This is an optimization exercise on Yosys and OpenROAD, whose aim is small area, not a production implementation. RTL that was checked went through simulation tests only; none was proved equivalent to the original. The clock port is modelled as an ideal driver; clocking choices that lean on that would not hold on a real chip. No activity file was given, so power comes from the tool's default toggle rates.

## dot_entry_top
module dot_entry_top (
	input  logic        clk2,
	input  logic        rst,
	input  logic        next_trigger,
	input  logic        key_valid,
	input  logic [3:0]  key_nibble,
	output logic [3:0]  phase_code,
	output logic [7:0]  tracker,
	output logic [7:0]  seg0,
	output logic [7:0]  seg1,
	output logic [7:0]  seg2,
	output logic [7:0]  seg3,
	output logic [15:0] dot_result
);
	logic [1:0]  phase;
	logic [5:0]  cnt;
	logic [15:0] wr;
	logic [15:0] acc;
	logic [15:0] vec [7];
	logic ph_start, ph_a, ph_b, ph_done;
	logic loading, waiting, keyload, advance;
	logic hide;               
	logic [1:0]  nib;
	logic [3:0]  shown;        
	logic [15:0] wr_nxt;
	logic [15:0] mcand;
	logic [15:0] prod;
	logic [15:0] disp;
	assign ph_start = (phase == 2'd0);
	assign ph_a     = (phase == 2'd1);
	assign ph_b     = (phase == 2'd2);
	assign ph_done  = (phase == 2'd3);
	assign nib      = cnt[1:0];
	assign loading = (ph_a & ~cnt[5]) | (ph_b & cnt[5]);
	assign waiting = (ph_a & cnt[5]) | (ph_b & ~cnt[5]);
	assign keyload = loading & key_valid;
	assign advance = next_trigger & (ph_start | waiting);
	assign hide    = loading & (cnt[4:0] == 5'd0);
	always_comb begin
		for (int j = 0; j < 4; j++)
			shown[j] = ~hide & ((nib == 2'd0) | (j[1:0] < nib));
	end
	always_comb begin
		for (int j = 0; j < 4; j++) begin
			if (j[1:0] == nib)
				wr_nxt[j*4 +: 4] = key_nibble;
			else if (j[1:0] < nib)
				wr_nxt[j*4 +: 4] = wr[j*4 +: 4];
			else if (nib == 2'd0)
				wr_nxt[j*4 +: 4] = vec[0][j*4-4 +: 4];
			else
				wr_nxt[j*4 +: 4] = wr[j*4-4 +: 4];
		end
	end
	always_comb begin
		for (int j = 0; j < 4; j++) begin
			if (nib == 2'd0)
				mcand[j*4 +: 4] = vec[0][j*4 +: 4];
			else if (j[1:0] >= nib)
				mcand[j*4 +: 4] = wr[j*4 +: 4];
			else
				mcand[j*4 +: 4] = 4'h0;
		end
	end
	logic       mac_en;
	logic       p;
	logic       one0, two0, neg0, one1, two1, neg1;
	logic [15:0] r0, r1;
	assign mac_en = keyload & ph_b;
	assign p      = ((nib == 2'd1) & wr[3]) | ((nib == 2'd2) & wr[7]) | ((nib == 2'd3) & wr[11]);
	assign one0 = mac_en & (key_nibble[0] ^ p);
  ...
Size in the first run: ~68 I/O pins, roughly 6800 um^2 of cells after synthesis.
==> flow/config.mk <==
export PLATFORM = sky130hd
export DESIGN_NAME = dot_entry_top
export DESIGN_NICKNAME = dot_entry_top
export VERILOG_FILES = /design/flow/design.v
export SDC_FILE = /design/flow/constraint.sdc
export NUM_CORES = 4
export LEC_CHECK = 0
export CAP_MARGIN = 20
export CORE_MARGIN = 2
export CORE_UTILIZATION = 65
export SLEW_MARGIN = 20
==> flow/constraint.sdc <==
create_clock -name core_clock -period 10.0 [get_ports {clk2}]
set_input_delay 2.0000 -clock core_clock [delete_from_list [all_inputs] [get_ports {clk2}]]
set_output_delay 2.0000 -clock core_clock [all_outputs]
set_load 0.01 [all_outputs]
standard.sh (not shown) runs the stock make flow with config.mk's settings and CLKGATE_MAP_FILE= SYNTH_SCRIPT=/design/flow/synth_recipe.tcl, a recipe that flattens the netlist after the stock synthesis.
==> flow/flow/run.sh <==
#!/bin/bash
# Layout flow: the standard synthesis, then the combinational logic
# between the registers and full adders is remapped for area (registers,
# their names and cell types are kept), then the standard layout with
# small port buffers and a clock tree of small buffers.
# Each tool writes its full output to a log file of its own here.
set -euo pipefail
HERE=$(pwd)
FL=$HERE/flow
R=$HERE/orfs/results/sky130hd/dot_entry_top/base
LIB=$FLOW_HOME/platforms/sky130hd/lib/sky130_fd_sc_hd__tt_025C_1v80.lib
ABC_SCRIPT=${ABC_SCRIPT:-"strash;&get -n;&deepsyn -T 60;&put;dch -f;amap"}

# 1. standard synthesis
bash standard.sh synth > synth.log 2>&1
cp $R/1_2_yosys.v $HERE/std_synth.v

# 2. remap the combinational logic
KEEP="sky130_fd_sc_hd__df* sky130_fd_sc_hd__edf* sky130_fd_sc_hd__fa_* sky130_fd_sc_hd__conb_1"
cat > resyn_a.ys <<EOS
read_liberty -ignore_miss_func $LIB
read_verilog $HERE/std_synth.v
hierarchy -top $FLOW_TOP
setattr -mod -set keep_hierarchy 1 $KEEP
flatten
opt_clean -purge
write_json $HERE/flat.json
EOS
yosys -s resyn_a.ys > resyn_a.log 2>&1
# full adders to flip (inputs and outputs inverted) so no inverter sits between two adders
python3 $FL/faflip.py flat.json $FLOW_TOP flip0.txt flip1.txt 2> faflip.log
echo "$ABC_SCRIPT" | tr ';' '\n' > resyn.abc
for k in 0 1; do
SEL=""
for c in $(cat flip$k.txt); do SEL="$SEL $FLOW_TOP/$c"; done
cat > resyn_b$k.ys <<EOS
read_liberty -ignore_miss_func $LIB
read_verilog $HERE/std_synth.v
hierarchy -top $FLOW_TOP
setattr -mod -set keep_hierarchy 1 $KEEP
flatten
# internal wire names go, so the ports keep their drivers without aliases
rename -hide w:* i:* o:* %u %d
opt_clean -purge
$( [ -n "$SEL" ] && echo "techmap -map $FL/faflip.v $SEL" )
chtype -map \$__FAFLIP sky130_fd_sc_hd__fa_1
techmap
opt_expr
opt_clean -purge
abc -liberty $LIB -script $HERE/resyn.abc $(cat $FL/dontuse.txt)
opt_clean -purge
# the cell types abc used lost their modules in flatten: read them back as black boxes
read_liberty -lib -overwrite $LIB
setundef -zero
hilomap -singleton -hicell sky130_fd_sc_hd__conb_1 HI -locell sky130_fd_sc_hd__conb_1 LO
splitnets
opt_clean -purge
insbuf -buf sky130_fd_sc_hd__buf_4 A X
select $FLOW_TOP
tee -o $HERE/resyn_stat$k.txt stat -liberty $LIB
check -assert
write_verilog -noattr -nohex -nodec -selected $HERE/resyn$k.v
EOS
yosys -s resyn_b$k.ys > resyn_b$k.log 2>&1 &
done
wait
a0=$(grep -m1 "Chip area for module" resyn_stat0.txt | awk '{print $NF}')
a1=$(grep -m1 "Chip area for module" resyn_stat1.txt | awk '{print $NF}')
if python3 -c "import sys; sys.exit(0 if $a0 <= $a1 else 1)"; then k=0; else k=1; fi
echo "remapped areas: $a0 $a1, keeping $k" > resyn_choice.log
cp resyn$k.v $R/1_2_yosys.v
rm -f $R/1_synth.odb $R/1_synth.sdc

# 3. standard layout
bash standard.sh \
  BUFFER_PORTS_ARGS="-buffer_cell sky130_fd_sc_hd__buf_1" \
  CTS_ARGS="-sink_clustering_enable -repair_clock_nets -dont_use_dummy_load -buf_list sky130_fd_sc_hd__clkbuf_4" \
  POST_CTS_TCL=$FL/post_cts.tcl \
  finish > layout.log 2>&1
Other scripts of this flow, unchanged in this note and not shown: flow/flow/dontuse.txt, flow/flow/faflip.py, flow/flow/faflip.v, flow/flow/post_cts.tcl
The baseline ran to the end with no violations.
Then changed:
--- a/flow/design.v
+++ b/flow/design.v
@@ -60,46 +60,45 @@
 	input  logic        key_valid,
 	input  logic [3:0]  key_nibble,
 	output logic [3:0]  phase_code,
 	output logic [7:0]  tracker,
 	output logic [7:0]  seg0,
 	output logic [7:0]  seg1,
 	output logic [7:0]  seg2,
 	output logic [7:0]  seg3,
 	output logic [15:0] dot_result
 );
 	logic [1:0]  phase;
 	logic [5:0]  cnt;
+	logic        hide;         
 	logic [15:0] wr;
 	logic [15:0] acc;
 	logic [15:0] vec [7];
 	logic ph_start, ph_a, ph_b, ph_done;
 	logic loading, waiting, keyload, advance;
-	logic hide;               
 	logic [1:0]  nib;
 	logic [3:0]  shown;        
 	logic [15:0] wr_nxt;
 	logic [15:0] mcand;
 	logic [15:0] prod;
 	logic [15:0] disp;
 	assign ph_start = (phase == 2'd0);
 	assign ph_a     = (phase == 2'd1);
 	assign ph_b     = (phase == 2'd2);
 	assign ph_done  = (phase == 2'd3);
 	assign nib      = cnt[1:0];
 	assign loading = (ph_a & ~cnt[5]) | (ph_b & cnt[5]);
 	assign waiting = (ph_a & cnt[5]) | (ph_b & ~cnt[5]);
 	assign keyload = loading & key_valid;
 	assign advance = next_trigger & (ph_start | waiting);
-	assign hide    = loading & (cnt[4:0] == 5'd0);
 	always_comb begin
 		for (int j = 0; j < 4; j++)
 			shown[j] = ~hide & ((nib == 2'd0) | (j[1:0] < nib));
 	end
 	always_comb begin
 		for (int j = 0; j < 4; j++) begin
 			if (j[1:0] == nib)
 				wr_nxt[j*4 +: 4] = key_nibble;
 			else if (j[1:0] < nib)
 				wr_nxt[j*4 +: 4] = wr[j*4 +: 4];
 			else if (nib == 2'd0)
 				wr_nxt[j*4 +: 4] = vec[0][j*4-4 +: 4];
@@ -203,31 +202,36 @@
 	assign sum[9] = s17;
 	assign sum[10] = s19;
 	assign sum[11] = s21;
 	assign sum[12] = s23;
 	assign sum[13] = s25;
 	assign sum[14] = s27;
 	assign sum[15] = s29;
 	assign prod = sum;
 	always_ff @(posedge clk2 or posedge rst) begin
 		if (rst) begin
 			phase <= 2'd0;
 			cnt   <= '0;
+			hide  <= 1'b0;
 			wr    <= 16'h172E;
 			acc   <= '0;
 		end else begin
 			if (advance)
 				phase <= phase + 2'd1;
 			if (keyload)
 				cnt <= cnt + 6'd1;
+			if (keyload)
+				hide <= 1'b0;
+			else if (advance & ~ph_b)
+				hide <= 1'b1;
 			if (keyload)
 				wr <= wr_nxt;
 			else if (advance & ph_b)
 				wr <= acc;
 			acc <= prod;
 		end
 	end
 	always_ff @(posedge clk2) begin
 		if (keyload & (nib == 2'd0)) begin
 			for (int i = 0; i < 6; i++)
 				vec[i] <= vec[i+1];
 			vec[6] <= wr;
Sequential power is higher by roughly a tenth.
Critical path depth is lower by 3.
Design area is higher slightly.
Clock skew is higher by 0.0034 ns.
Power is higher by roughly a tenth.
Core utilization is higher by 0.72 points.
Via count is higher by a few percent.
Setup slack improved by 0.074 ns.
Flip-flop and latch count is higher by 1.
Combinational power is higher by about a fifth.
Final cell count is higher by a few percent.
Register-to-register slack got worse by 0.15 ns.
No functional check of the RTL was part of the second run of this note.

* * *

Another version of the RTL of dot_entry_top (not shown whole).
For scale: ~530 cells after synthesis, about 0.0068 mm^2 of cells after synthesis.
Settings: LEC_CHECK=0, CAP_MARGIN=20, CORE_MARGIN=2, CORE_UTILIZATION=65, SLEW_MARGIN=20; clock period 10.0 ns.
==> flow/flow/run.sh <==
#!/bin/bash
# Layout flow: the standard synthesis, then the combinational logic
# between the registers and full adders is remapped for area with abc
# (registers, their names and cell types are kept; the smallest of a few
# runs is used), then the standard layout with small port buffers and a
# clock tree of small buffers (see post_cts.tcl).
# Each tool writes its full output to a log file of its own here.
set -euo pipefail
HERE=$(pwd)
FL=$HERE/flow
R=$HERE/orfs/results/sky130hd/dot_entry_top/base
LIB=$FLOW_HOME/platforms/sky130hd/lib/sky130_fd_sc_hd__tt_025C_1v80.lib
ABC_SCRIPT=${ABC_SCRIPT:-"strash;&get -n;&deepsyn -T 60 -S SEED;&put;dch -f;amap"}
SEEDS0=${SEEDS0:-"0 1 2 3 4"}   # deepsyn seeds for flip set 0
SEEDS1=${SEEDS1:-"0"}           # and for flip set 1

# 1. standard synthesis
bash standard.sh synth > synth.log 2>&1
cp $R/1_2_yosys.v $HERE/std_synth.v

# 2. remap the combinational logic
KEEP="sky130_fd_sc_hd__df* sky130_fd_sc_hd__edf* sky130_fd_sc_hd__fa_* sky130_fd_sc_hd__conb_1"
cat > resyn_a.ys <<EOS
read_liberty -ignore_miss_func $LIB
read_verilog $HERE/std_synth.v
hierarchy -top $FLOW_TOP
setattr -mod -set keep_hierarchy 1 $KEEP
flatten
opt_clean -purge
write_json $HERE/flat.json
EOS
yosys -s resyn_a.ys > resyn_a.log 2>&1
# full adders to flip (inputs and outputs inverted) so no inverter sits between two adders
python3 $FL/faflip.py flat.json $FLOW_TOP flip0.txt flip1.txt 2> faflip.log
# several abc runs (both flip sets, a few random seeds for deepsyn); the
# smallest netlist is kept
for k in 0 1; do
SEL=""
for c in $(cat flip$k.txt); do SEL="$SEL $FLOW_TOP/$c"; done
if [ $k = 0 ]; then SEEDS=$SEEDS0; else SEEDS=$SEEDS1; fi
for seed in $SEEDS; do
t=${k}_$seed
echo "$ABC_SCRIPT" | sed "s/SEED/$seed/" | tr ';' '\n' > resyn_$t.abc
cat > resyn_b$t.ys <<EOS
read_liberty -ignore_miss_func $LIB
read_verilog $HERE/std_synth.v
hierarchy -top $FLOW_TOP
setattr -mod -set keep_hierarchy 1 $KEEP
flatten
# internal wire names go, so the ports keep their drivers without aliases
rename -hide w:* i:* o:* %u %d
opt_clean -purge
$( [ -n "$SEL" ] && echo "techmap -map $FL/faflip.v $SEL" )
chtype -map \$__FAFLIP sky130_fd_sc_hd__fa_1
techmap
opt_expr
opt_clean -purge
abc -liberty $LIB -script $HERE/resyn_$t.abc $(cat $FL/dontuse.txt) $FLOW_TOP
opt_clean -purge
# the cell types abc used lost their modules in flatten: read them back as black boxes
read_liberty -lib -overwrite $LIB
setundef -zero
hilomap -singleton -hicell sky130_fd_sc_hd__conb_1 HI -locell sky130_fd_sc_hd__conb_1 LO
splitnets
opt_clean -purge
insbuf -buf sky130_fd_sc_hd__buf_4 A X
select $FLOW_TOP
tee -o $HERE/resyn_stat$t.txt stat -liberty $LIB
check -assert
write_verilog -noattr -nohex -nodec -selected $HERE/resyn$t.v
EOS
yosys -s resyn_b$t.ys > resyn_b$t.log 2>&1 &
done
done
wait
best=""; besta=""
for f in resyn_stat*.txt; do
  t=${f#resyn_stat}; t=${t%.txt}
  [ -f resyn$t.v ] || continue
  a=$(grep -m1 "Chip area for module" $f | awk '{print $NF}')
  echo "remapped area $t: $a" >> resyn_choice.log
  if [ -z "$best" ] || python3 -c "import sys; sys.exit(0 if $a < $besta else 1)"; then best=$t; besta=$a; fi
done
echo "keeping $best" >> resyn_choice.log
cp resyn$best.v $R/1_2_yosys.v
rm -f $R/1_synth.odb $R/1_synth.sdc

# 3. standard layout
bash standard.sh \
  BUFFER_PORTS_ARGS="-buffer_cell sky130_fd_sc_hd__buf_1" \
  CTS_ARGS="-sink_clustering_enable -repair_clock_nets -dont_use_dummy_load -buf_list sky130_fd_sc_hd__clkbuf_4" \
  POST_CTS_TCL=$FL/post_cts.tcl \
  finish > layout.log 2>&1
Other scripts of this flow, unchanged in this note and not shown: flow/flow/dontuse.txt, flow/flow/faflip.py, flow/flow/faflip.v, flow/flow/post_cts.tcl
Rerun with:
--- a/flow/design.v
+++ b/flow/design.v
@@ -207,26 +207,29 @@
 	assign sum[13] = s25;
 	assign sum[14] = s27;
 	assign sum[15] = s29;
 	assign prod = sum;
 	always_ff @(posedge clk2 or posedge rst) begin
 		if (rst) begin
 			phase <= 2'd0;
-			cnt   <= '0;
 			wr    <= 16'h172E;
 			acc   <= '0;
 		end else begin
 			if (advance)
 				phase <= phase + 2'd1;
 			if (keyload)
-				cnt <= cnt + 6'd1;
-			if (keyload)
 				wr <= wr_nxt;
 			acc <= prod;
 		end
+	end
+	always_ff @(posedge clk2) begin
+		if (ph_start)
+			cnt <= '0;
+		else if (keyload)
+			cnt <= cnt + 6'd1;
 	end
 	always_ff @(posedge clk2) begin
 		if (keyload & (nib == 2'd0)) begin
 			for (int i = 0; i < 6; i++)
 				vec[i] <= vec[i+1];
 			vec[6] <= wr;
 		end
Sequential cell count does not change.
Maximum frequency climbs by 2.9%.
Via count climbs by 6.4%.
Wire length climbs by 7.6%.
Design area climbs by 1.0%.
Die area climbs by 0.67%.
Final cell count climbs by 4.6%.
Hold slack gets worse by 0.0053 ns.

* * *

Setup of JK:
RTL: one of the versions met above, not the one the previous note started from.
Size: ~68 I/O pins, roughly 0.0068 mm² of cells after synthesis.
==> flow/config.mk <==
export PLATFORM = sky130hd
export DESIGN_NAME = dot_entry_top
export DESIGN_NICKNAME = dot_entry_top
export VERILOG_FILES = /design/flow/design.v
export SDC_FILE = /design/flow/constraint.sdc
export NUM_CORES = 4
export LEC_CHECK = 0
export CAP_MARGIN = 20
export CORE_MARGIN = 2
export CORE_UTILIZATION = 65
export SLEW_MARGIN = 20
==> flow/constraint.sdc <==
create_clock -name core_clock -period 10.0 [get_ports {clk2}]
set_input_delay 2.0000 -clock core_clock [delete_from_list [all_inputs] [get_ports {clk2}]]
set_output_delay 2.0000 -clock core_clock [all_outputs]
set_load 0.01 [all_outputs]
==> flow/flow/run.sh <==
#!/bin/bash
# Layout flow: the standard synthesis, then the combinational logic
# between the registers and full adders is remapped for area (registers,
# their names and cell types are kept), then the standard layout with
# small port buffers and a clock tree of small buffers.
# Each tool writes its full output to a log file of its own here.
set -euo pipefail
HERE=$(pwd)
FL=$HERE/flow
R=$HERE/orfs/results/sky130hd/dot_entry_top/base
LIB=$FLOW_HOME/platforms/sky130hd/lib/sky130_fd_sc_hd__tt_025C_1v80.lib
ABC_SCRIPT=${ABC_SCRIPT:-"strash;&get -n;&deepsyn -T 60 -S SEED;&put;dch -f;amap"}
SEEDS=${SEEDS:-"0 1 2"}

# 1. standard synthesis
bash standard.sh synth > synth.log 2>&1
cp $R/1_2_yosys.v $HERE/std_synth.v

# 2. remap the combinational logic
KEEP="sky130_fd_sc_hd__df* sky130_fd_sc_hd__edf* sky130_fd_sc_hd__fa_* sky130_fd_sc_hd__conb_1"
cat > resyn_a.ys <<EOS
read_liberty -ignore_miss_func $LIB
read_verilog $HERE/std_synth.v
hierarchy -top $FLOW_TOP
setattr -mod -set keep_hierarchy 1 $KEEP
flatten
opt_clean -purge
write_json $HERE/flat.json
EOS
yosys -s resyn_a.ys > resyn_a.log 2>&1
# full adders to flip (inputs and outputs inverted) so no inverter sits between two adders
python3 $FL/faflip.py flat.json $FLOW_TOP flip0.txt flip1.txt 2> faflip.log
# several abc runs (both flip sets, a few random seeds for deepsyn); the
# smallest netlist is kept
for k in 0 1; do
SEL=""
for c in $(cat flip$k.txt); do SEL="$SEL $FLOW_TOP/$c"; done
for seed in $SEEDS; do
t=${k}_$seed
echo "$ABC_SCRIPT" | sed "s/SEED/$seed/" | tr ';' '\n' > resyn_$t.abc
cat > resyn_b$t.ys <<EOS
read_liberty -ignore_miss_func $LIB
read_verilog $HERE/std_synth.v
hierarchy -top $FLOW_TOP
setattr -mod -set keep_hierarchy 1 $KEEP
flatten
# internal wire names go, so the ports keep their drivers without aliases
rename -hide w:* i:* o:* %u %d
opt_clean -purge
$( [ -n "$SEL" ] && echo "techmap -map $FL/faflip.v $SEL" )
chtype -map \$__FAFLIP sky130_fd_sc_hd__fa_1
techmap
opt_expr
opt_clean -purge
abc -liberty $LIB -script $HERE/resyn_$t.abc $(cat $FL/dontuse.txt) $FLOW_TOP
opt_clean -purge
# the cell types abc used lost their modules in flatten: read them back as black boxes
read_liberty -lib -overwrite $LIB
setundef -zero
hilomap -singleton -hicell sky130_fd_sc_hd__conb_1 HI -locell sky130_fd_sc_hd__conb_1 LO
splitnets
opt_clean -purge
insbuf -buf sky130_fd_sc_hd__buf_4 A X
select $FLOW_TOP
tee -o $HERE/resyn_stat$t.txt stat -liberty $LIB
check -assert
write_verilog -noattr -nohex -nodec -selected $HERE/resyn$t.v
EOS
yosys -s resyn_b$t.ys > resyn_b$t.log 2>&1 &
done
done
wait
best=""; besta=""
for f in resyn_stat*.txt; do
  t=${f#resyn_stat}; t=${t%.txt}
  [ -f resyn$t.v ] || continue
  a=$(grep -m1 "Chip area for module" $f | awk '{print $NF}')
  echo "remapped area $t: $a" >> resyn_choice.log
  if [ -z "$best" ] || python3 -c "import sys; sys.exit(0 if $a < $besta else 1)"; then best=$t; besta=$a; fi
done
echo "keeping $best" >> resyn_choice.log
cp resyn$best.v $R/1_2_yosys.v
rm -f $R/1_synth.odb $R/1_synth.sdc

# 3. standard layout
bash standard.sh \
  BUFFER_PORTS_ARGS="-buffer_cell sky130_fd_sc_hd__buf_1" \
  CTS_ARGS="-sink_clustering_enable -repair_clock_nets -dont_use_dummy_load -buf_list sky130_fd_sc_hd__clkbuf_4" \
  POST_CTS_TCL=$FL/post_cts.tcl \
  finish > layout.log 2>&1
Other scripts of this flow, unchanged in this note and not shown: flow/flow/dontuse.txt, flow/flow/faflip.py, flow/flow/faflip.v, flow/flow/post_cts.tcl
The inputs of TR differ from those of JK as listed below.
--- a/flow/design.v
+++ b/flow/design.v
@@ -214,38 +214,36 @@
 			cnt   <= '0;
 			wr    <= 16'h172E;
 			acc   <= '0;
 		end else begin
 			if (advance)
 				phase <= phase + 2'd1;
 			if (keyload)
 				cnt <= cnt + 6'd1;
 			if (keyload)
 				wr <= wr_nxt;
-			else if (advance & ph_b)
-				wr <= acc;
 			acc <= prod;
 		end
 	end
 	always_ff @(posedge clk2) begin
 		if (keyload & (nib == 2'd0)) begin
 			for (int i = 0; i < 6; i++)
 				vec[i] <= vec[i+1];
 			vec[6] <= wr;
 		end
 	end
 	always_comb begin
 		for (int j = 0; j < 4; j++)
-			disp[j*4 +: 4] = shown[j] ? wr[j*4 +: 4] : 4'h0;
+			disp[j*4 +: 4] = ph_done ? acc[j*4 +: 4] : shown[j] ? wr[j*4 +: 4] : 4'h0;
 	end
 	assign phase_code = {ph_done, ph_b, ph_a, ph_start};
 	assign tracker    = loading ? ~(8'h01 << cnt[4:2]) : 8'hFF;
-	assign dot_result = wr;
+	assign dot_result = acc;
 	hex_display disp_i (
 		.disp_word (disp),
 		.seg0      (seg0),
 		.seg1      (seg1),
 		.seg2      (seg2),
 		.seg3      (seg3)
 	);
 endmodule
 `default_nettype wire
## What came out
In the reports for TR and JK, the larger number of signal-net inverters in the final layout belongs to JK.
When the final numbers for TR and JK were put side by side, the total standard cell area after synthesis turned out to be smaller in TR.
Compared to JK, TR has leakage power of the design 0.93% higher.
TR vs JK: transition time of the tightest slew-check pin down
Flip-flop and latch share of the layout cell area for TR is higher than for JK.
Compare TR and JK | wire length lower: JK
The die used by TR is smaller than the one used by JK.
Share of final layout cell area taken by non-clock buffers essentially unchanged between TR and JK.
[diff] first-pass GRT wire length, TR relative to JK: improvement
Against JK, TR comes in 21% higher on net load switching power.
TR and JK ended up with nearly the same period utilization.
TR finished end to end and its layout was clean on timing, DRC and antenna.
Going from JK to TR, multi-input gate share of the layout cell area shows a reduction of 0.19 points; hold slack ~0 delta; cell depth of the worst flop-to-flop path shows a reduction of 7.1%.

## re-timing with driven ports
How much do the figures lean on ideal ports? The routed layouts below were timed once more, with nothing changed but the port constraints.
Step 1, drivers: a clkbuf_16 drives clk2 and a buf_2 each remaining input, both assumed.
Step 2 moves the port delays by t, midway between the first and last clock arrival at a register: inputs arrive t later, outputs are due t later. That takes back most of the time a late clock gives input paths.
a / b / c = ideal ports / drivers / drivers and shift; a / b = the first two.
run | shift t [ns] | setup slack, ns | worst hold slack (ns) | latest minus earliest clock arrival (ns) | worst data-port slew with drivers (ns)
the first run of note 1 | 0.443 | 0.700 / 0.715 / 0.272 | 0.395 / 0.395 / 0.395 | 0.036 / 0.036 | 0.05
the second run of note 1 | 0.463 | 0.774 / 0.786 / 0.324 | 0.407 / 0.407 / 0.407 | 0.038 / 0.037 | 0.03
the first run of note 2 | 0.579 | 0.833 / 0.835 / 0.257 | 0.395 / 0.395 / 0.395 | 0.033 / 0.033 | 0.04
the second run of note 2 | 0.595 | 1.089 / 1.087 / 0.493 | 0.390 / 0.390 / 0.390 | 0.044 / 0.045 | 0.04
JK | 0.443 | 0.700 / 0.715 / 0.272 | 0.395 / 0.395 / 0.395 | 0.036 / 0.036 | 0.05
TR | 0.465 | 0.714 / 0.718 / 0.253 | 0.397 / 0.397 / 0.397 | 0.036 / 0.036 | 0.04
After both steps setup and hold are still met in every run listed. For the second run of note 2, which loses most, drivers alone change the setup slack by -0.002 ns; drivers and shift together by -0.596 ns.
